Background: an optimization exercise with open tools, aiming at small area and a short achievable clock period. Do not read the settings as production practice. The RTL was checked by simulation tests, not by an equivalence proof against the original design.

==> flow/design.v <==
module flash_cmd_trace #(
    parameter int DEPTH_LOG2 = 6,
    parameter int TS_WIDTH   = 24
) (
    input  logic        clk,
    input  logic        rst_n,
    input  logic [7:0]  mon_cmd,
    input  logic        mon_stb,
    input  logic [1:0]  wb_addr,
    output logic [31:0] wb_rdata,
    input  logic [31:0] wb_wdata,
    input  logic        wb_we,
    input  logic        wb_cyc,
    output logic        wb_ack
);
    localparam int DEPTH = 1 << DEPTH_LOG2;
    localparam int ADEPTH = DEPTH - 1;
    logic [TS_WIDTH-1:0]   ts;
    logic [31:0]           arr [ADEPTH];
    logic [31:0]           head;
    logic [7:0]            wr_hi, wr_lo;
    logic [7:0]            rd_hi, rd_lo;
    logic [DEPTH_LOG2:0]   level;
    logic [7:0]            drop_cnt;
    logic                  ovf;
    logic                  enable;
    logic                  empty;
    logic                  full;
    logic                  one;
    logic                  two;
    logic                  ctrl_wr;
    logic                  clr;
    logic                  pop;
    logic                  eligible;
    logic                  push;
    logic                  drop;
    logic                  inc;
    logic                  dec;
    logic                  filt_ok;
    logic                  arr_wr;
    logic [31:0]           entry;
    logic [31:0]           filt_rd;
    logic [31:0]           status;
    assign entry = {mon_cmd, 24'(ts)};
    assign ctrl_wr  = wb_ack & wb_we & (wb_addr == 2'd0);
    assign clr      = ctrl_wr & wb_wdata[1];
    assign pop      = wb_ack & ~wb_we & (wb_addr == 2'd1) & ~empty;
    assign eligible = mon_stb & enable & ~clr & filt_ok;
    assign push     = eligible & (~full | pop);
    assign drop     = eligible & full & ~pop;
    assign inc      = push & ~pop;
    assign dec      = pop & ~push;
    assign arr_wr   = push & ~empty & ~(one & pop);
    logic       filt_en;
    logic [7:0] filt_mask;
    logic [7:0] filt_match;
    assign filt_ok = ~filt_en | ((mon_cmd & filt_mask) == (filt_match & filt_mask));
    assign filt_rd = {15'b0, filt_en, filt_mask, filt_match};
    always_ff @(posedge clk or negedge rst_n) begin
        if (!rst_n) begin
            filt_en    <= 1'b0;
            filt_mask  <= 8'h00;
            filt_match <= 8'h00;
        end else if (wb_ack && wb_we && wb_addr == 2'd2) begin
            filt_en    <= wb_wdata[16];
            filt_mask  <= wb_wdata[15:8];
            filt_match <= wb_wdata[7:0];
        end
    end
    logic [31:0] stg;
    logic        stg_v;
    logic        byp;
    always_ff @(posedge clk) begin
        stg <= entry;
    end
    always_ff @(posedge clk or negedge rst_n) begin
        if (!rst_n) begin
            stg_v <= 1'b0;
            byp   <= 1'b0;
        end else begin
            stg_v <= arr_wr;
            byp   <= arr_wr & (one | (two & pop));
        end
    end
    always_ff @(posedge clk) begin
        for (int i = 0; i < ADEPTH; i++) begin
            if (stg_v && wr_hi[i / 8] && wr_lo[i % 8]) begin
                arr[i] <= stg;
            end
        end
    end
    logic [ADEPTH-1:0] rd_sel;
    logic [31:0]       arr_rd;
    always_comb begin
        for (int i = 0; i < ADEPTH; i++) begin
            rd_sel[i] = rd_hi[i / 8] & rd_lo[i % 8] & ~byp;
        end
    end
    for (genvar b = 0; b < 32; b++) begin : g_rdm
        logic [ADEPTH/3-1:0] grp_n;
        for (genvar g = 0; g < ADEPTH / 3; g++) begin : g_grp
            flash_cmd_trace_aoi222 u_aoi (
                .a0(arr[3*g][b]),   .s0(rd_sel[3*g]),
                .a1(arr[3*g+1][b]), .s1(rd_sel[3*g+1]),
                .a2(arr[3*g+2][b]), .s2(rd_sel[3*g+2]),
                .y(grp_n[g])
            );
        end
        logic [6:0] part;
        logic [3:0] part_n;
        for (genvar k = 0; k < 7; k++) begin : g_p
            flash_cmd_trace_nand3 u_nand (.a(grp_n[3*k]), .b(grp_n[3*k+1]), .c(grp_n[3*k+2]), .y(part[k]));
        end
        for (genvar k = 0; k < 3; k++) begin : g_q
            flash_cmd_trace_nor2 u_nor (.a(part[2*k]), .b(part[2*k+1]), .y(part_n[k]));
        end
        flash_cmd_trace_nor2 u_nor_last (.a(part[6]), .b(stg[b] & byp), .y(part_n[3]));
        assign arr_rd[b] = ~&part_n;
    end
    always_ff @(posedge clk) begin
        if (pop || empty) begin
            head <= (empty || one) ? entry : arr_rd;
        end
    end
    logic [DEPTH_LOG2:0] lvl_up, lvl_dn;
    logic up_c, dn_c;
    always_comb begin
        up_c = 1'b1;
        dn_c = 1'b1;
        for (int b = 0; b <= DEPTH_LOG2; b++) begin
            lvl_up[b] = level[b] ^ up_c;
            lvl_dn[b] = level[b] ^ dn_c;
            up_c = up_c & level[b];
            dn_c = dn_c & ~level[b];
        end
    end
    logic wr_wrap, rd_wrap;
    assign wr_wrap = wr_hi[7] & wr_lo[6];
    assign rd_wrap = rd_hi[7] & rd_lo[6];
    always_ff @(posedge clk or negedge rst_n) begin
        if (!rst_n) begin
            ts       <= '0;
            wr_hi    <= 8'h01;
            wr_lo    <= 8'h01;
            rd_hi    <= 8'h01;
            rd_lo    <= 8'h01;
            level    <= '0;
            empty    <= 1'b1;
            one      <= 1'b0;
            two      <= 1'b0;
            full     <= 1'b0;
            drop_cnt <= 8'h00;
            ovf      <= 1'b0;
            enable   <= 1'b1;
            wb_ack   <= 1'b0;
        end else begin
            wb_ack <= wb_cyc & ~wb_ack;
            ts     <= clr ? '0 : ts + 1'b1;
            if (ctrl_wr) begin
                enable <= wb_wdata[0];
            end
            if (clr) begin
                wr_hi    <= 8'h01;
            wr_lo    <= 8'h01;
                rd_hi    <= 8'h01;
            rd_lo    <= 8'h01;
                level    <= '0;
                empty    <= 1'b1;
                one      <= 1'b0;
                two      <= 1'b0;
                full     <= 1'b0;
                drop_cnt <= 8'h00;
                ovf      <= 1'b0;
            end else begin
                if (stg_v) begin
                    wr_lo <= wr_wrap ? 8'h01 : {wr_lo[6:0], wr_lo[7]};
                    if (wr_wrap || wr_lo[7]) begin
                        wr_hi <= wr_wrap ? 8'h01 : {wr_hi[6:0], wr_hi[7]};
                    end
                end
                if (pop && !one) begin
                    rd_lo <= rd_wrap ? 8'h01 : {rd_lo[6:0], rd_lo[7]};
                    if (rd_wrap || rd_lo[7]) begin
                        rd_hi <= rd_wrap ? 8'h01 : {rd_hi[6:0], rd_hi[7]};
                    end
                end
                if (inc) begin
                    level <= lvl_up;
                    empty <= 1'b0;
                    one   <= empty;
                    two   <= one;
                    full  <= (level == 7'd63);
                end else if (dec) begin
                    level <= lvl_dn;
                    empty <= one;
                    one   <= two;
                    two   <= (level == 7'd3);
                    full  <= 1'b0;
                end
                if (drop) begin
                    ovf <= 1'b1;
                    if (drop_cnt != 8'hFF) begin
                        drop_cnt <= drop_cnt + 1'b1;
                    end
                end
            end
        end
    end
    assign status = {empty, full, ovf, enable, 4'b0, drop_cnt, 16'(level)};
    logic [7:0] ackc;
    logic [7:0] acknec;
    logic       empty_nx;
    assign empty_nx = clr | (dec ? one : (empty & ~inc));
    always_ff @(posedge clk or negedge rst_n) begin
        if (!rst_n) begin
            ackc   <= 8'b0;
            acknec <= 8'b0;
        end else begin
            for (int k = 0; k < 8; k++) begin
                ackc[k]   <= wb_cyc & ~ackc[k];
                acknec[k] <= wb_cyc & ~ackc[k] & ~empty_nx;
            end
        end
    end
    logic [31:0] sq, hq, fq;
    always_comb begin
        for (int i = 0; i < 32; i++) begin
            sq[i] = status[i] & ackc[i / 4];
            hq[i] = head[i] & acknec[i / 4];
            fq[i] = filt_rd[i] & ackc[(i + 2) % 32 / 4];
        end
    end
    for (genvar i = 0; i < 32; i++) begin : g_rd
        if (i >= 24 && i <= 27) begin : g_h
            flash_cmd_trace_rd_h u_rd (.we(wb_we), .a(wb_addr), .h(hq[i]), .y(wb_rdata[i]));
        end else if (i >= 17) begin : g_sh
            flash_cmd_trace_rd_sh u_rd (.we(wb_we), .a(wb_addr), .s(sq[i]), .h(hq[i]), .y(wb_rdata[i]));
        end else if (i >= 7 && i <= 15) begin : g_hf
            flash_cmd_trace_rd_hf u_rd (.we(wb_we), .a(wb_addr), .h(hq[i]), .f(fq[i]), .y(wb_rdata[i]));
        end else begin : g_shf
            flash_cmd_trace_rd_shf u_rd (.we(wb_we), .a(wb_addr), .s(sq[i]), .h(hq[i]), .f(fq[i]),
                                         .y(wb_rdata[i]));
        end
    end
endmodule
module flash_cmd_trace_rd_h (
    input  logic       we,
    input  logic [1:0] a,
    input  logic       h,
    output logic       y
);
    assign y = ~we & ~a[1] & a[0] & h;
endmodule
module flash_cmd_trace_rd_sh (
    input  logic       we,
    input  logic [1:0] a,
    input  logic       s,
    input  logic       h,
    output logic       y
);
    assign y = ~we & ~a[1] & (a[0] ? h : s);
endmodule
module flash_cmd_trace_rd_hf (
    input  logic       we,
    input  logic [1:0] a,
    input  logic       h,
    input  logic       f,
    output logic       y
);
    assign y = ~we & (a[0] ^ a[1]) & (a[0] ? h : f);
endmodule
module flash_cmd_trace_rd_shf (
    input  logic       we,
    input  logic [1:0] a,
    input  logic       s,
    input  logic       h,
    input  logic       f,
    output logic       y
);
    assign y = ~we & ~(a[0] & a[1]) & (a[0] ? h : (a[1] ? f : s));
endmodule
module flash_cmd_trace_aoi222 (
    input  logic a0,
    input  logic s0,
    input  logic a1,
    input  logic s1,
    input  logic a2,
    input  logic s2,
    output logic y
);
    assign y = ~((a0 & s0) | (a1 & s1) | (a2 & s2));
endmodule
module flash_cmd_trace_nand3 (
    input  logic a,
    input  logic b,
    input  logic c,
    output logic y
);
    assign y = ~(a & b & c);
endmodule
module flash_cmd_trace_nor2 (
    input  logic a,
    input  logic b,
    output logic y
);
    assign y = ~(a | b);
endmodule
Settings: LEC_CHECK=0, CAP_MARGIN=20, CORE_MARGIN=2, CORE_UTILIZATION=50, CTS_CLUSTER_DIAMETER=70, CTS_CLUSTER_SIZE=24, SETUP_SLACK_MARGIN=2.75, SLEW_MARGIN=20, SYNTH_HIERARCHICAL=1; clock period 6.0 ns.
standard.sh (not shown) runs the stock make flow with config.mk's settings and CLKGATE_MAP_FILE= SYNTH_SCRIPT=/design/flow/synth_recipe.tcl, a recipe that flattens the netlist after the stock synthesis.
==> flow/flow/run.sh <==
#!/bin/bash
# The standard layout (the standard.sh, all steps unchanged) except that the ports are
# buffered with sky130_fd_sc_hd__buf_4 instead of the cell buffer_ports picks by default
# (a weak delay buffer, which makes the placement-stage repair build buffer trees behind the
# input ports). Every port still gets its own buffer. standard.sh keeps each ORFS step's log
# under orfs/logs; its own output goes to standard.log.
export BUFFER_PORTS_ARGS="-buffer_cell sky130_fd_sc_hd__buf_4"
bash standard.sh > standard.log 2>&1
The starting point went through all stages and came out clean.
==> next run, changes <==
--- a/flow/design.v
+++ b/flow/design.v
@@ -104,20 +104,11 @@
                 .a1(arr[3*g+1][b]), .s1(rd_sel[3*g+1]),
                 .a2(arr[3*g+2][b]), .s2(rd_sel[3*g+2]),
                 .y(grp_n[g])
             );
         end
-        logic [6:0] part;
-        logic [3:0] part_n;
-        for (genvar k = 0; k < 7; k++) begin : g_p
-            flash_cmd_trace_nand3 u_nand (.a(grp_n[3*k]), .b(grp_n[3*k+1]), .c(grp_n[3*k+2]), .y(part[k]));
-        end
-        for (genvar k = 0; k < 3; k++) begin : g_q
-            flash_cmd_trace_nor2 u_nor (.a(part[2*k]), .b(part[2*k+1]), .y(part_n[k]));
-        end
-        flash_cmd_trace_nor2 u_nor_last (.a(part[6]), .b(stg[b] & byp), .y(part_n[3]));
-        assign arr_rd[b] = ~&part_n;
+        assign arr_rd[b] = ~&grp_n | (stg[b] & byp);
     end
     always_ff @(posedge clk) begin
         if (pop || empty) begin
             head <= (empty || one) ? entry : arr_rd;
         end
@@ -205,31 +196,31 @@
                 end
             end
         end
     end
     assign status = {empty, full, ovf, enable, 4'b0, drop_cnt, 16'(level)};
-    logic [7:0] ackc;
-    logic [7:0] acknec;
+    logic [3:0] ackc;
+    logic [3:0] acknec;
     logic       empty_nx;
     assign empty_nx = clr | (dec ? one : (empty & ~inc));
     always_ff @(posedge clk or negedge rst_n) begin
         if (!rst_n) begin
-            ackc   <= 8'b0;
-            acknec <= 8'b0;
+            ackc   <= 4'b0;
+            acknec <= 4'b0;
         end else begin
-            for (int k = 0; k < 8; k++) begin
+            for (int k = 0; k < 4; k++) begin
                 ackc[k]   <= wb_cyc & ~ackc[k];
                 acknec[k] <= wb_cyc & ~ackc[k] & ~empty_nx;
             end
         end
     end
     logic [31:0] sq, hq, fq;
     always_comb begin
         for (int i = 0; i < 32; i++) begin
-            sq[i] = status[i] & ackc[i / 4];
-            hq[i] = head[i] & acknec[i / 4];
-            fq[i] = filt_rd[i] & ackc[(i + 2) % 32 / 4];
+            sq[i] = status[i] & ackc[i / 8];
+            hq[i] = head[i] & acknec[i / 8];
+            fq[i] = filt_rd[i] & ackc[i / 8];
         end
     end
     for (genvar i = 0; i < 32; i++) begin : g_rd
         if (i >= 24 && i <= 27) begin : g_h
             flash_cmd_trace_rd_h u_rd (.we(wb_we), .a(wb_addr), .h(hq[i]), .y(wb_rdata[i]));
@@ -288,20 +279,5 @@
     input  logic s2,
     output logic y
 );
     assign y = ~((a0 & s0) | (a1 & s1) | (a2 & s2));
 endmodule
-module flash_cmd_trace_nand3 (
-    input  logic a,
-    input  logic b,
-    input  logic c,
-    output logic y
-);
-    assign y = ~(a & b & c);
-endmodule
-module flash_cmd_trace_nor2 (
-    input  logic a,
-    input  logic b,
-    output logic y
-);
-    assign y = ~(a | b);
-endmodule
Result: The changed run passed the timing, DRC and antenna checks; fmax rises slightly; clock-buffer cell count rises by 16; clock skew rises by 0.0068 ns; worst hold slack gets better by 0.021 ns; utilization rises by 0.50 points; first-iteration DRC count rises slightly; non-clock buffer count rises by 41; cell area hardly moves.

-- port drivers added, routing unchanged --
No port has a modelled driver above. Below, the same layouts with a new extraction and two added sets of constraints. Step 1 sets driving cells, clkbuf_16 on the clock port and buf_2 on the other inputs (assumed; they add their load-dependent delay and slew). Step 2 times the ports against the registers' clock, not the clock port: input delays grow and output delays shrink by t, the midpoint of the rising clock arrivals with the driver on. Slacks: no drivers / after step 1 / after step 2; pairs: no drivers / after step 1.
run	t, ns	setup slack, ns	latest minus earliest clock arrival (ns)
the first run	0.857	2.675 / 2.638 / 2.228	0.043 / 0.043
the second run	0.873	2.685 / 2.594 / 2.174	0.041 / 0.041
After both steps setup and hold are still met in every run listed. The setup slack of the second run, which loses most, moves by -0.091 ns with the drivers and by -0.511 ns with both steps.
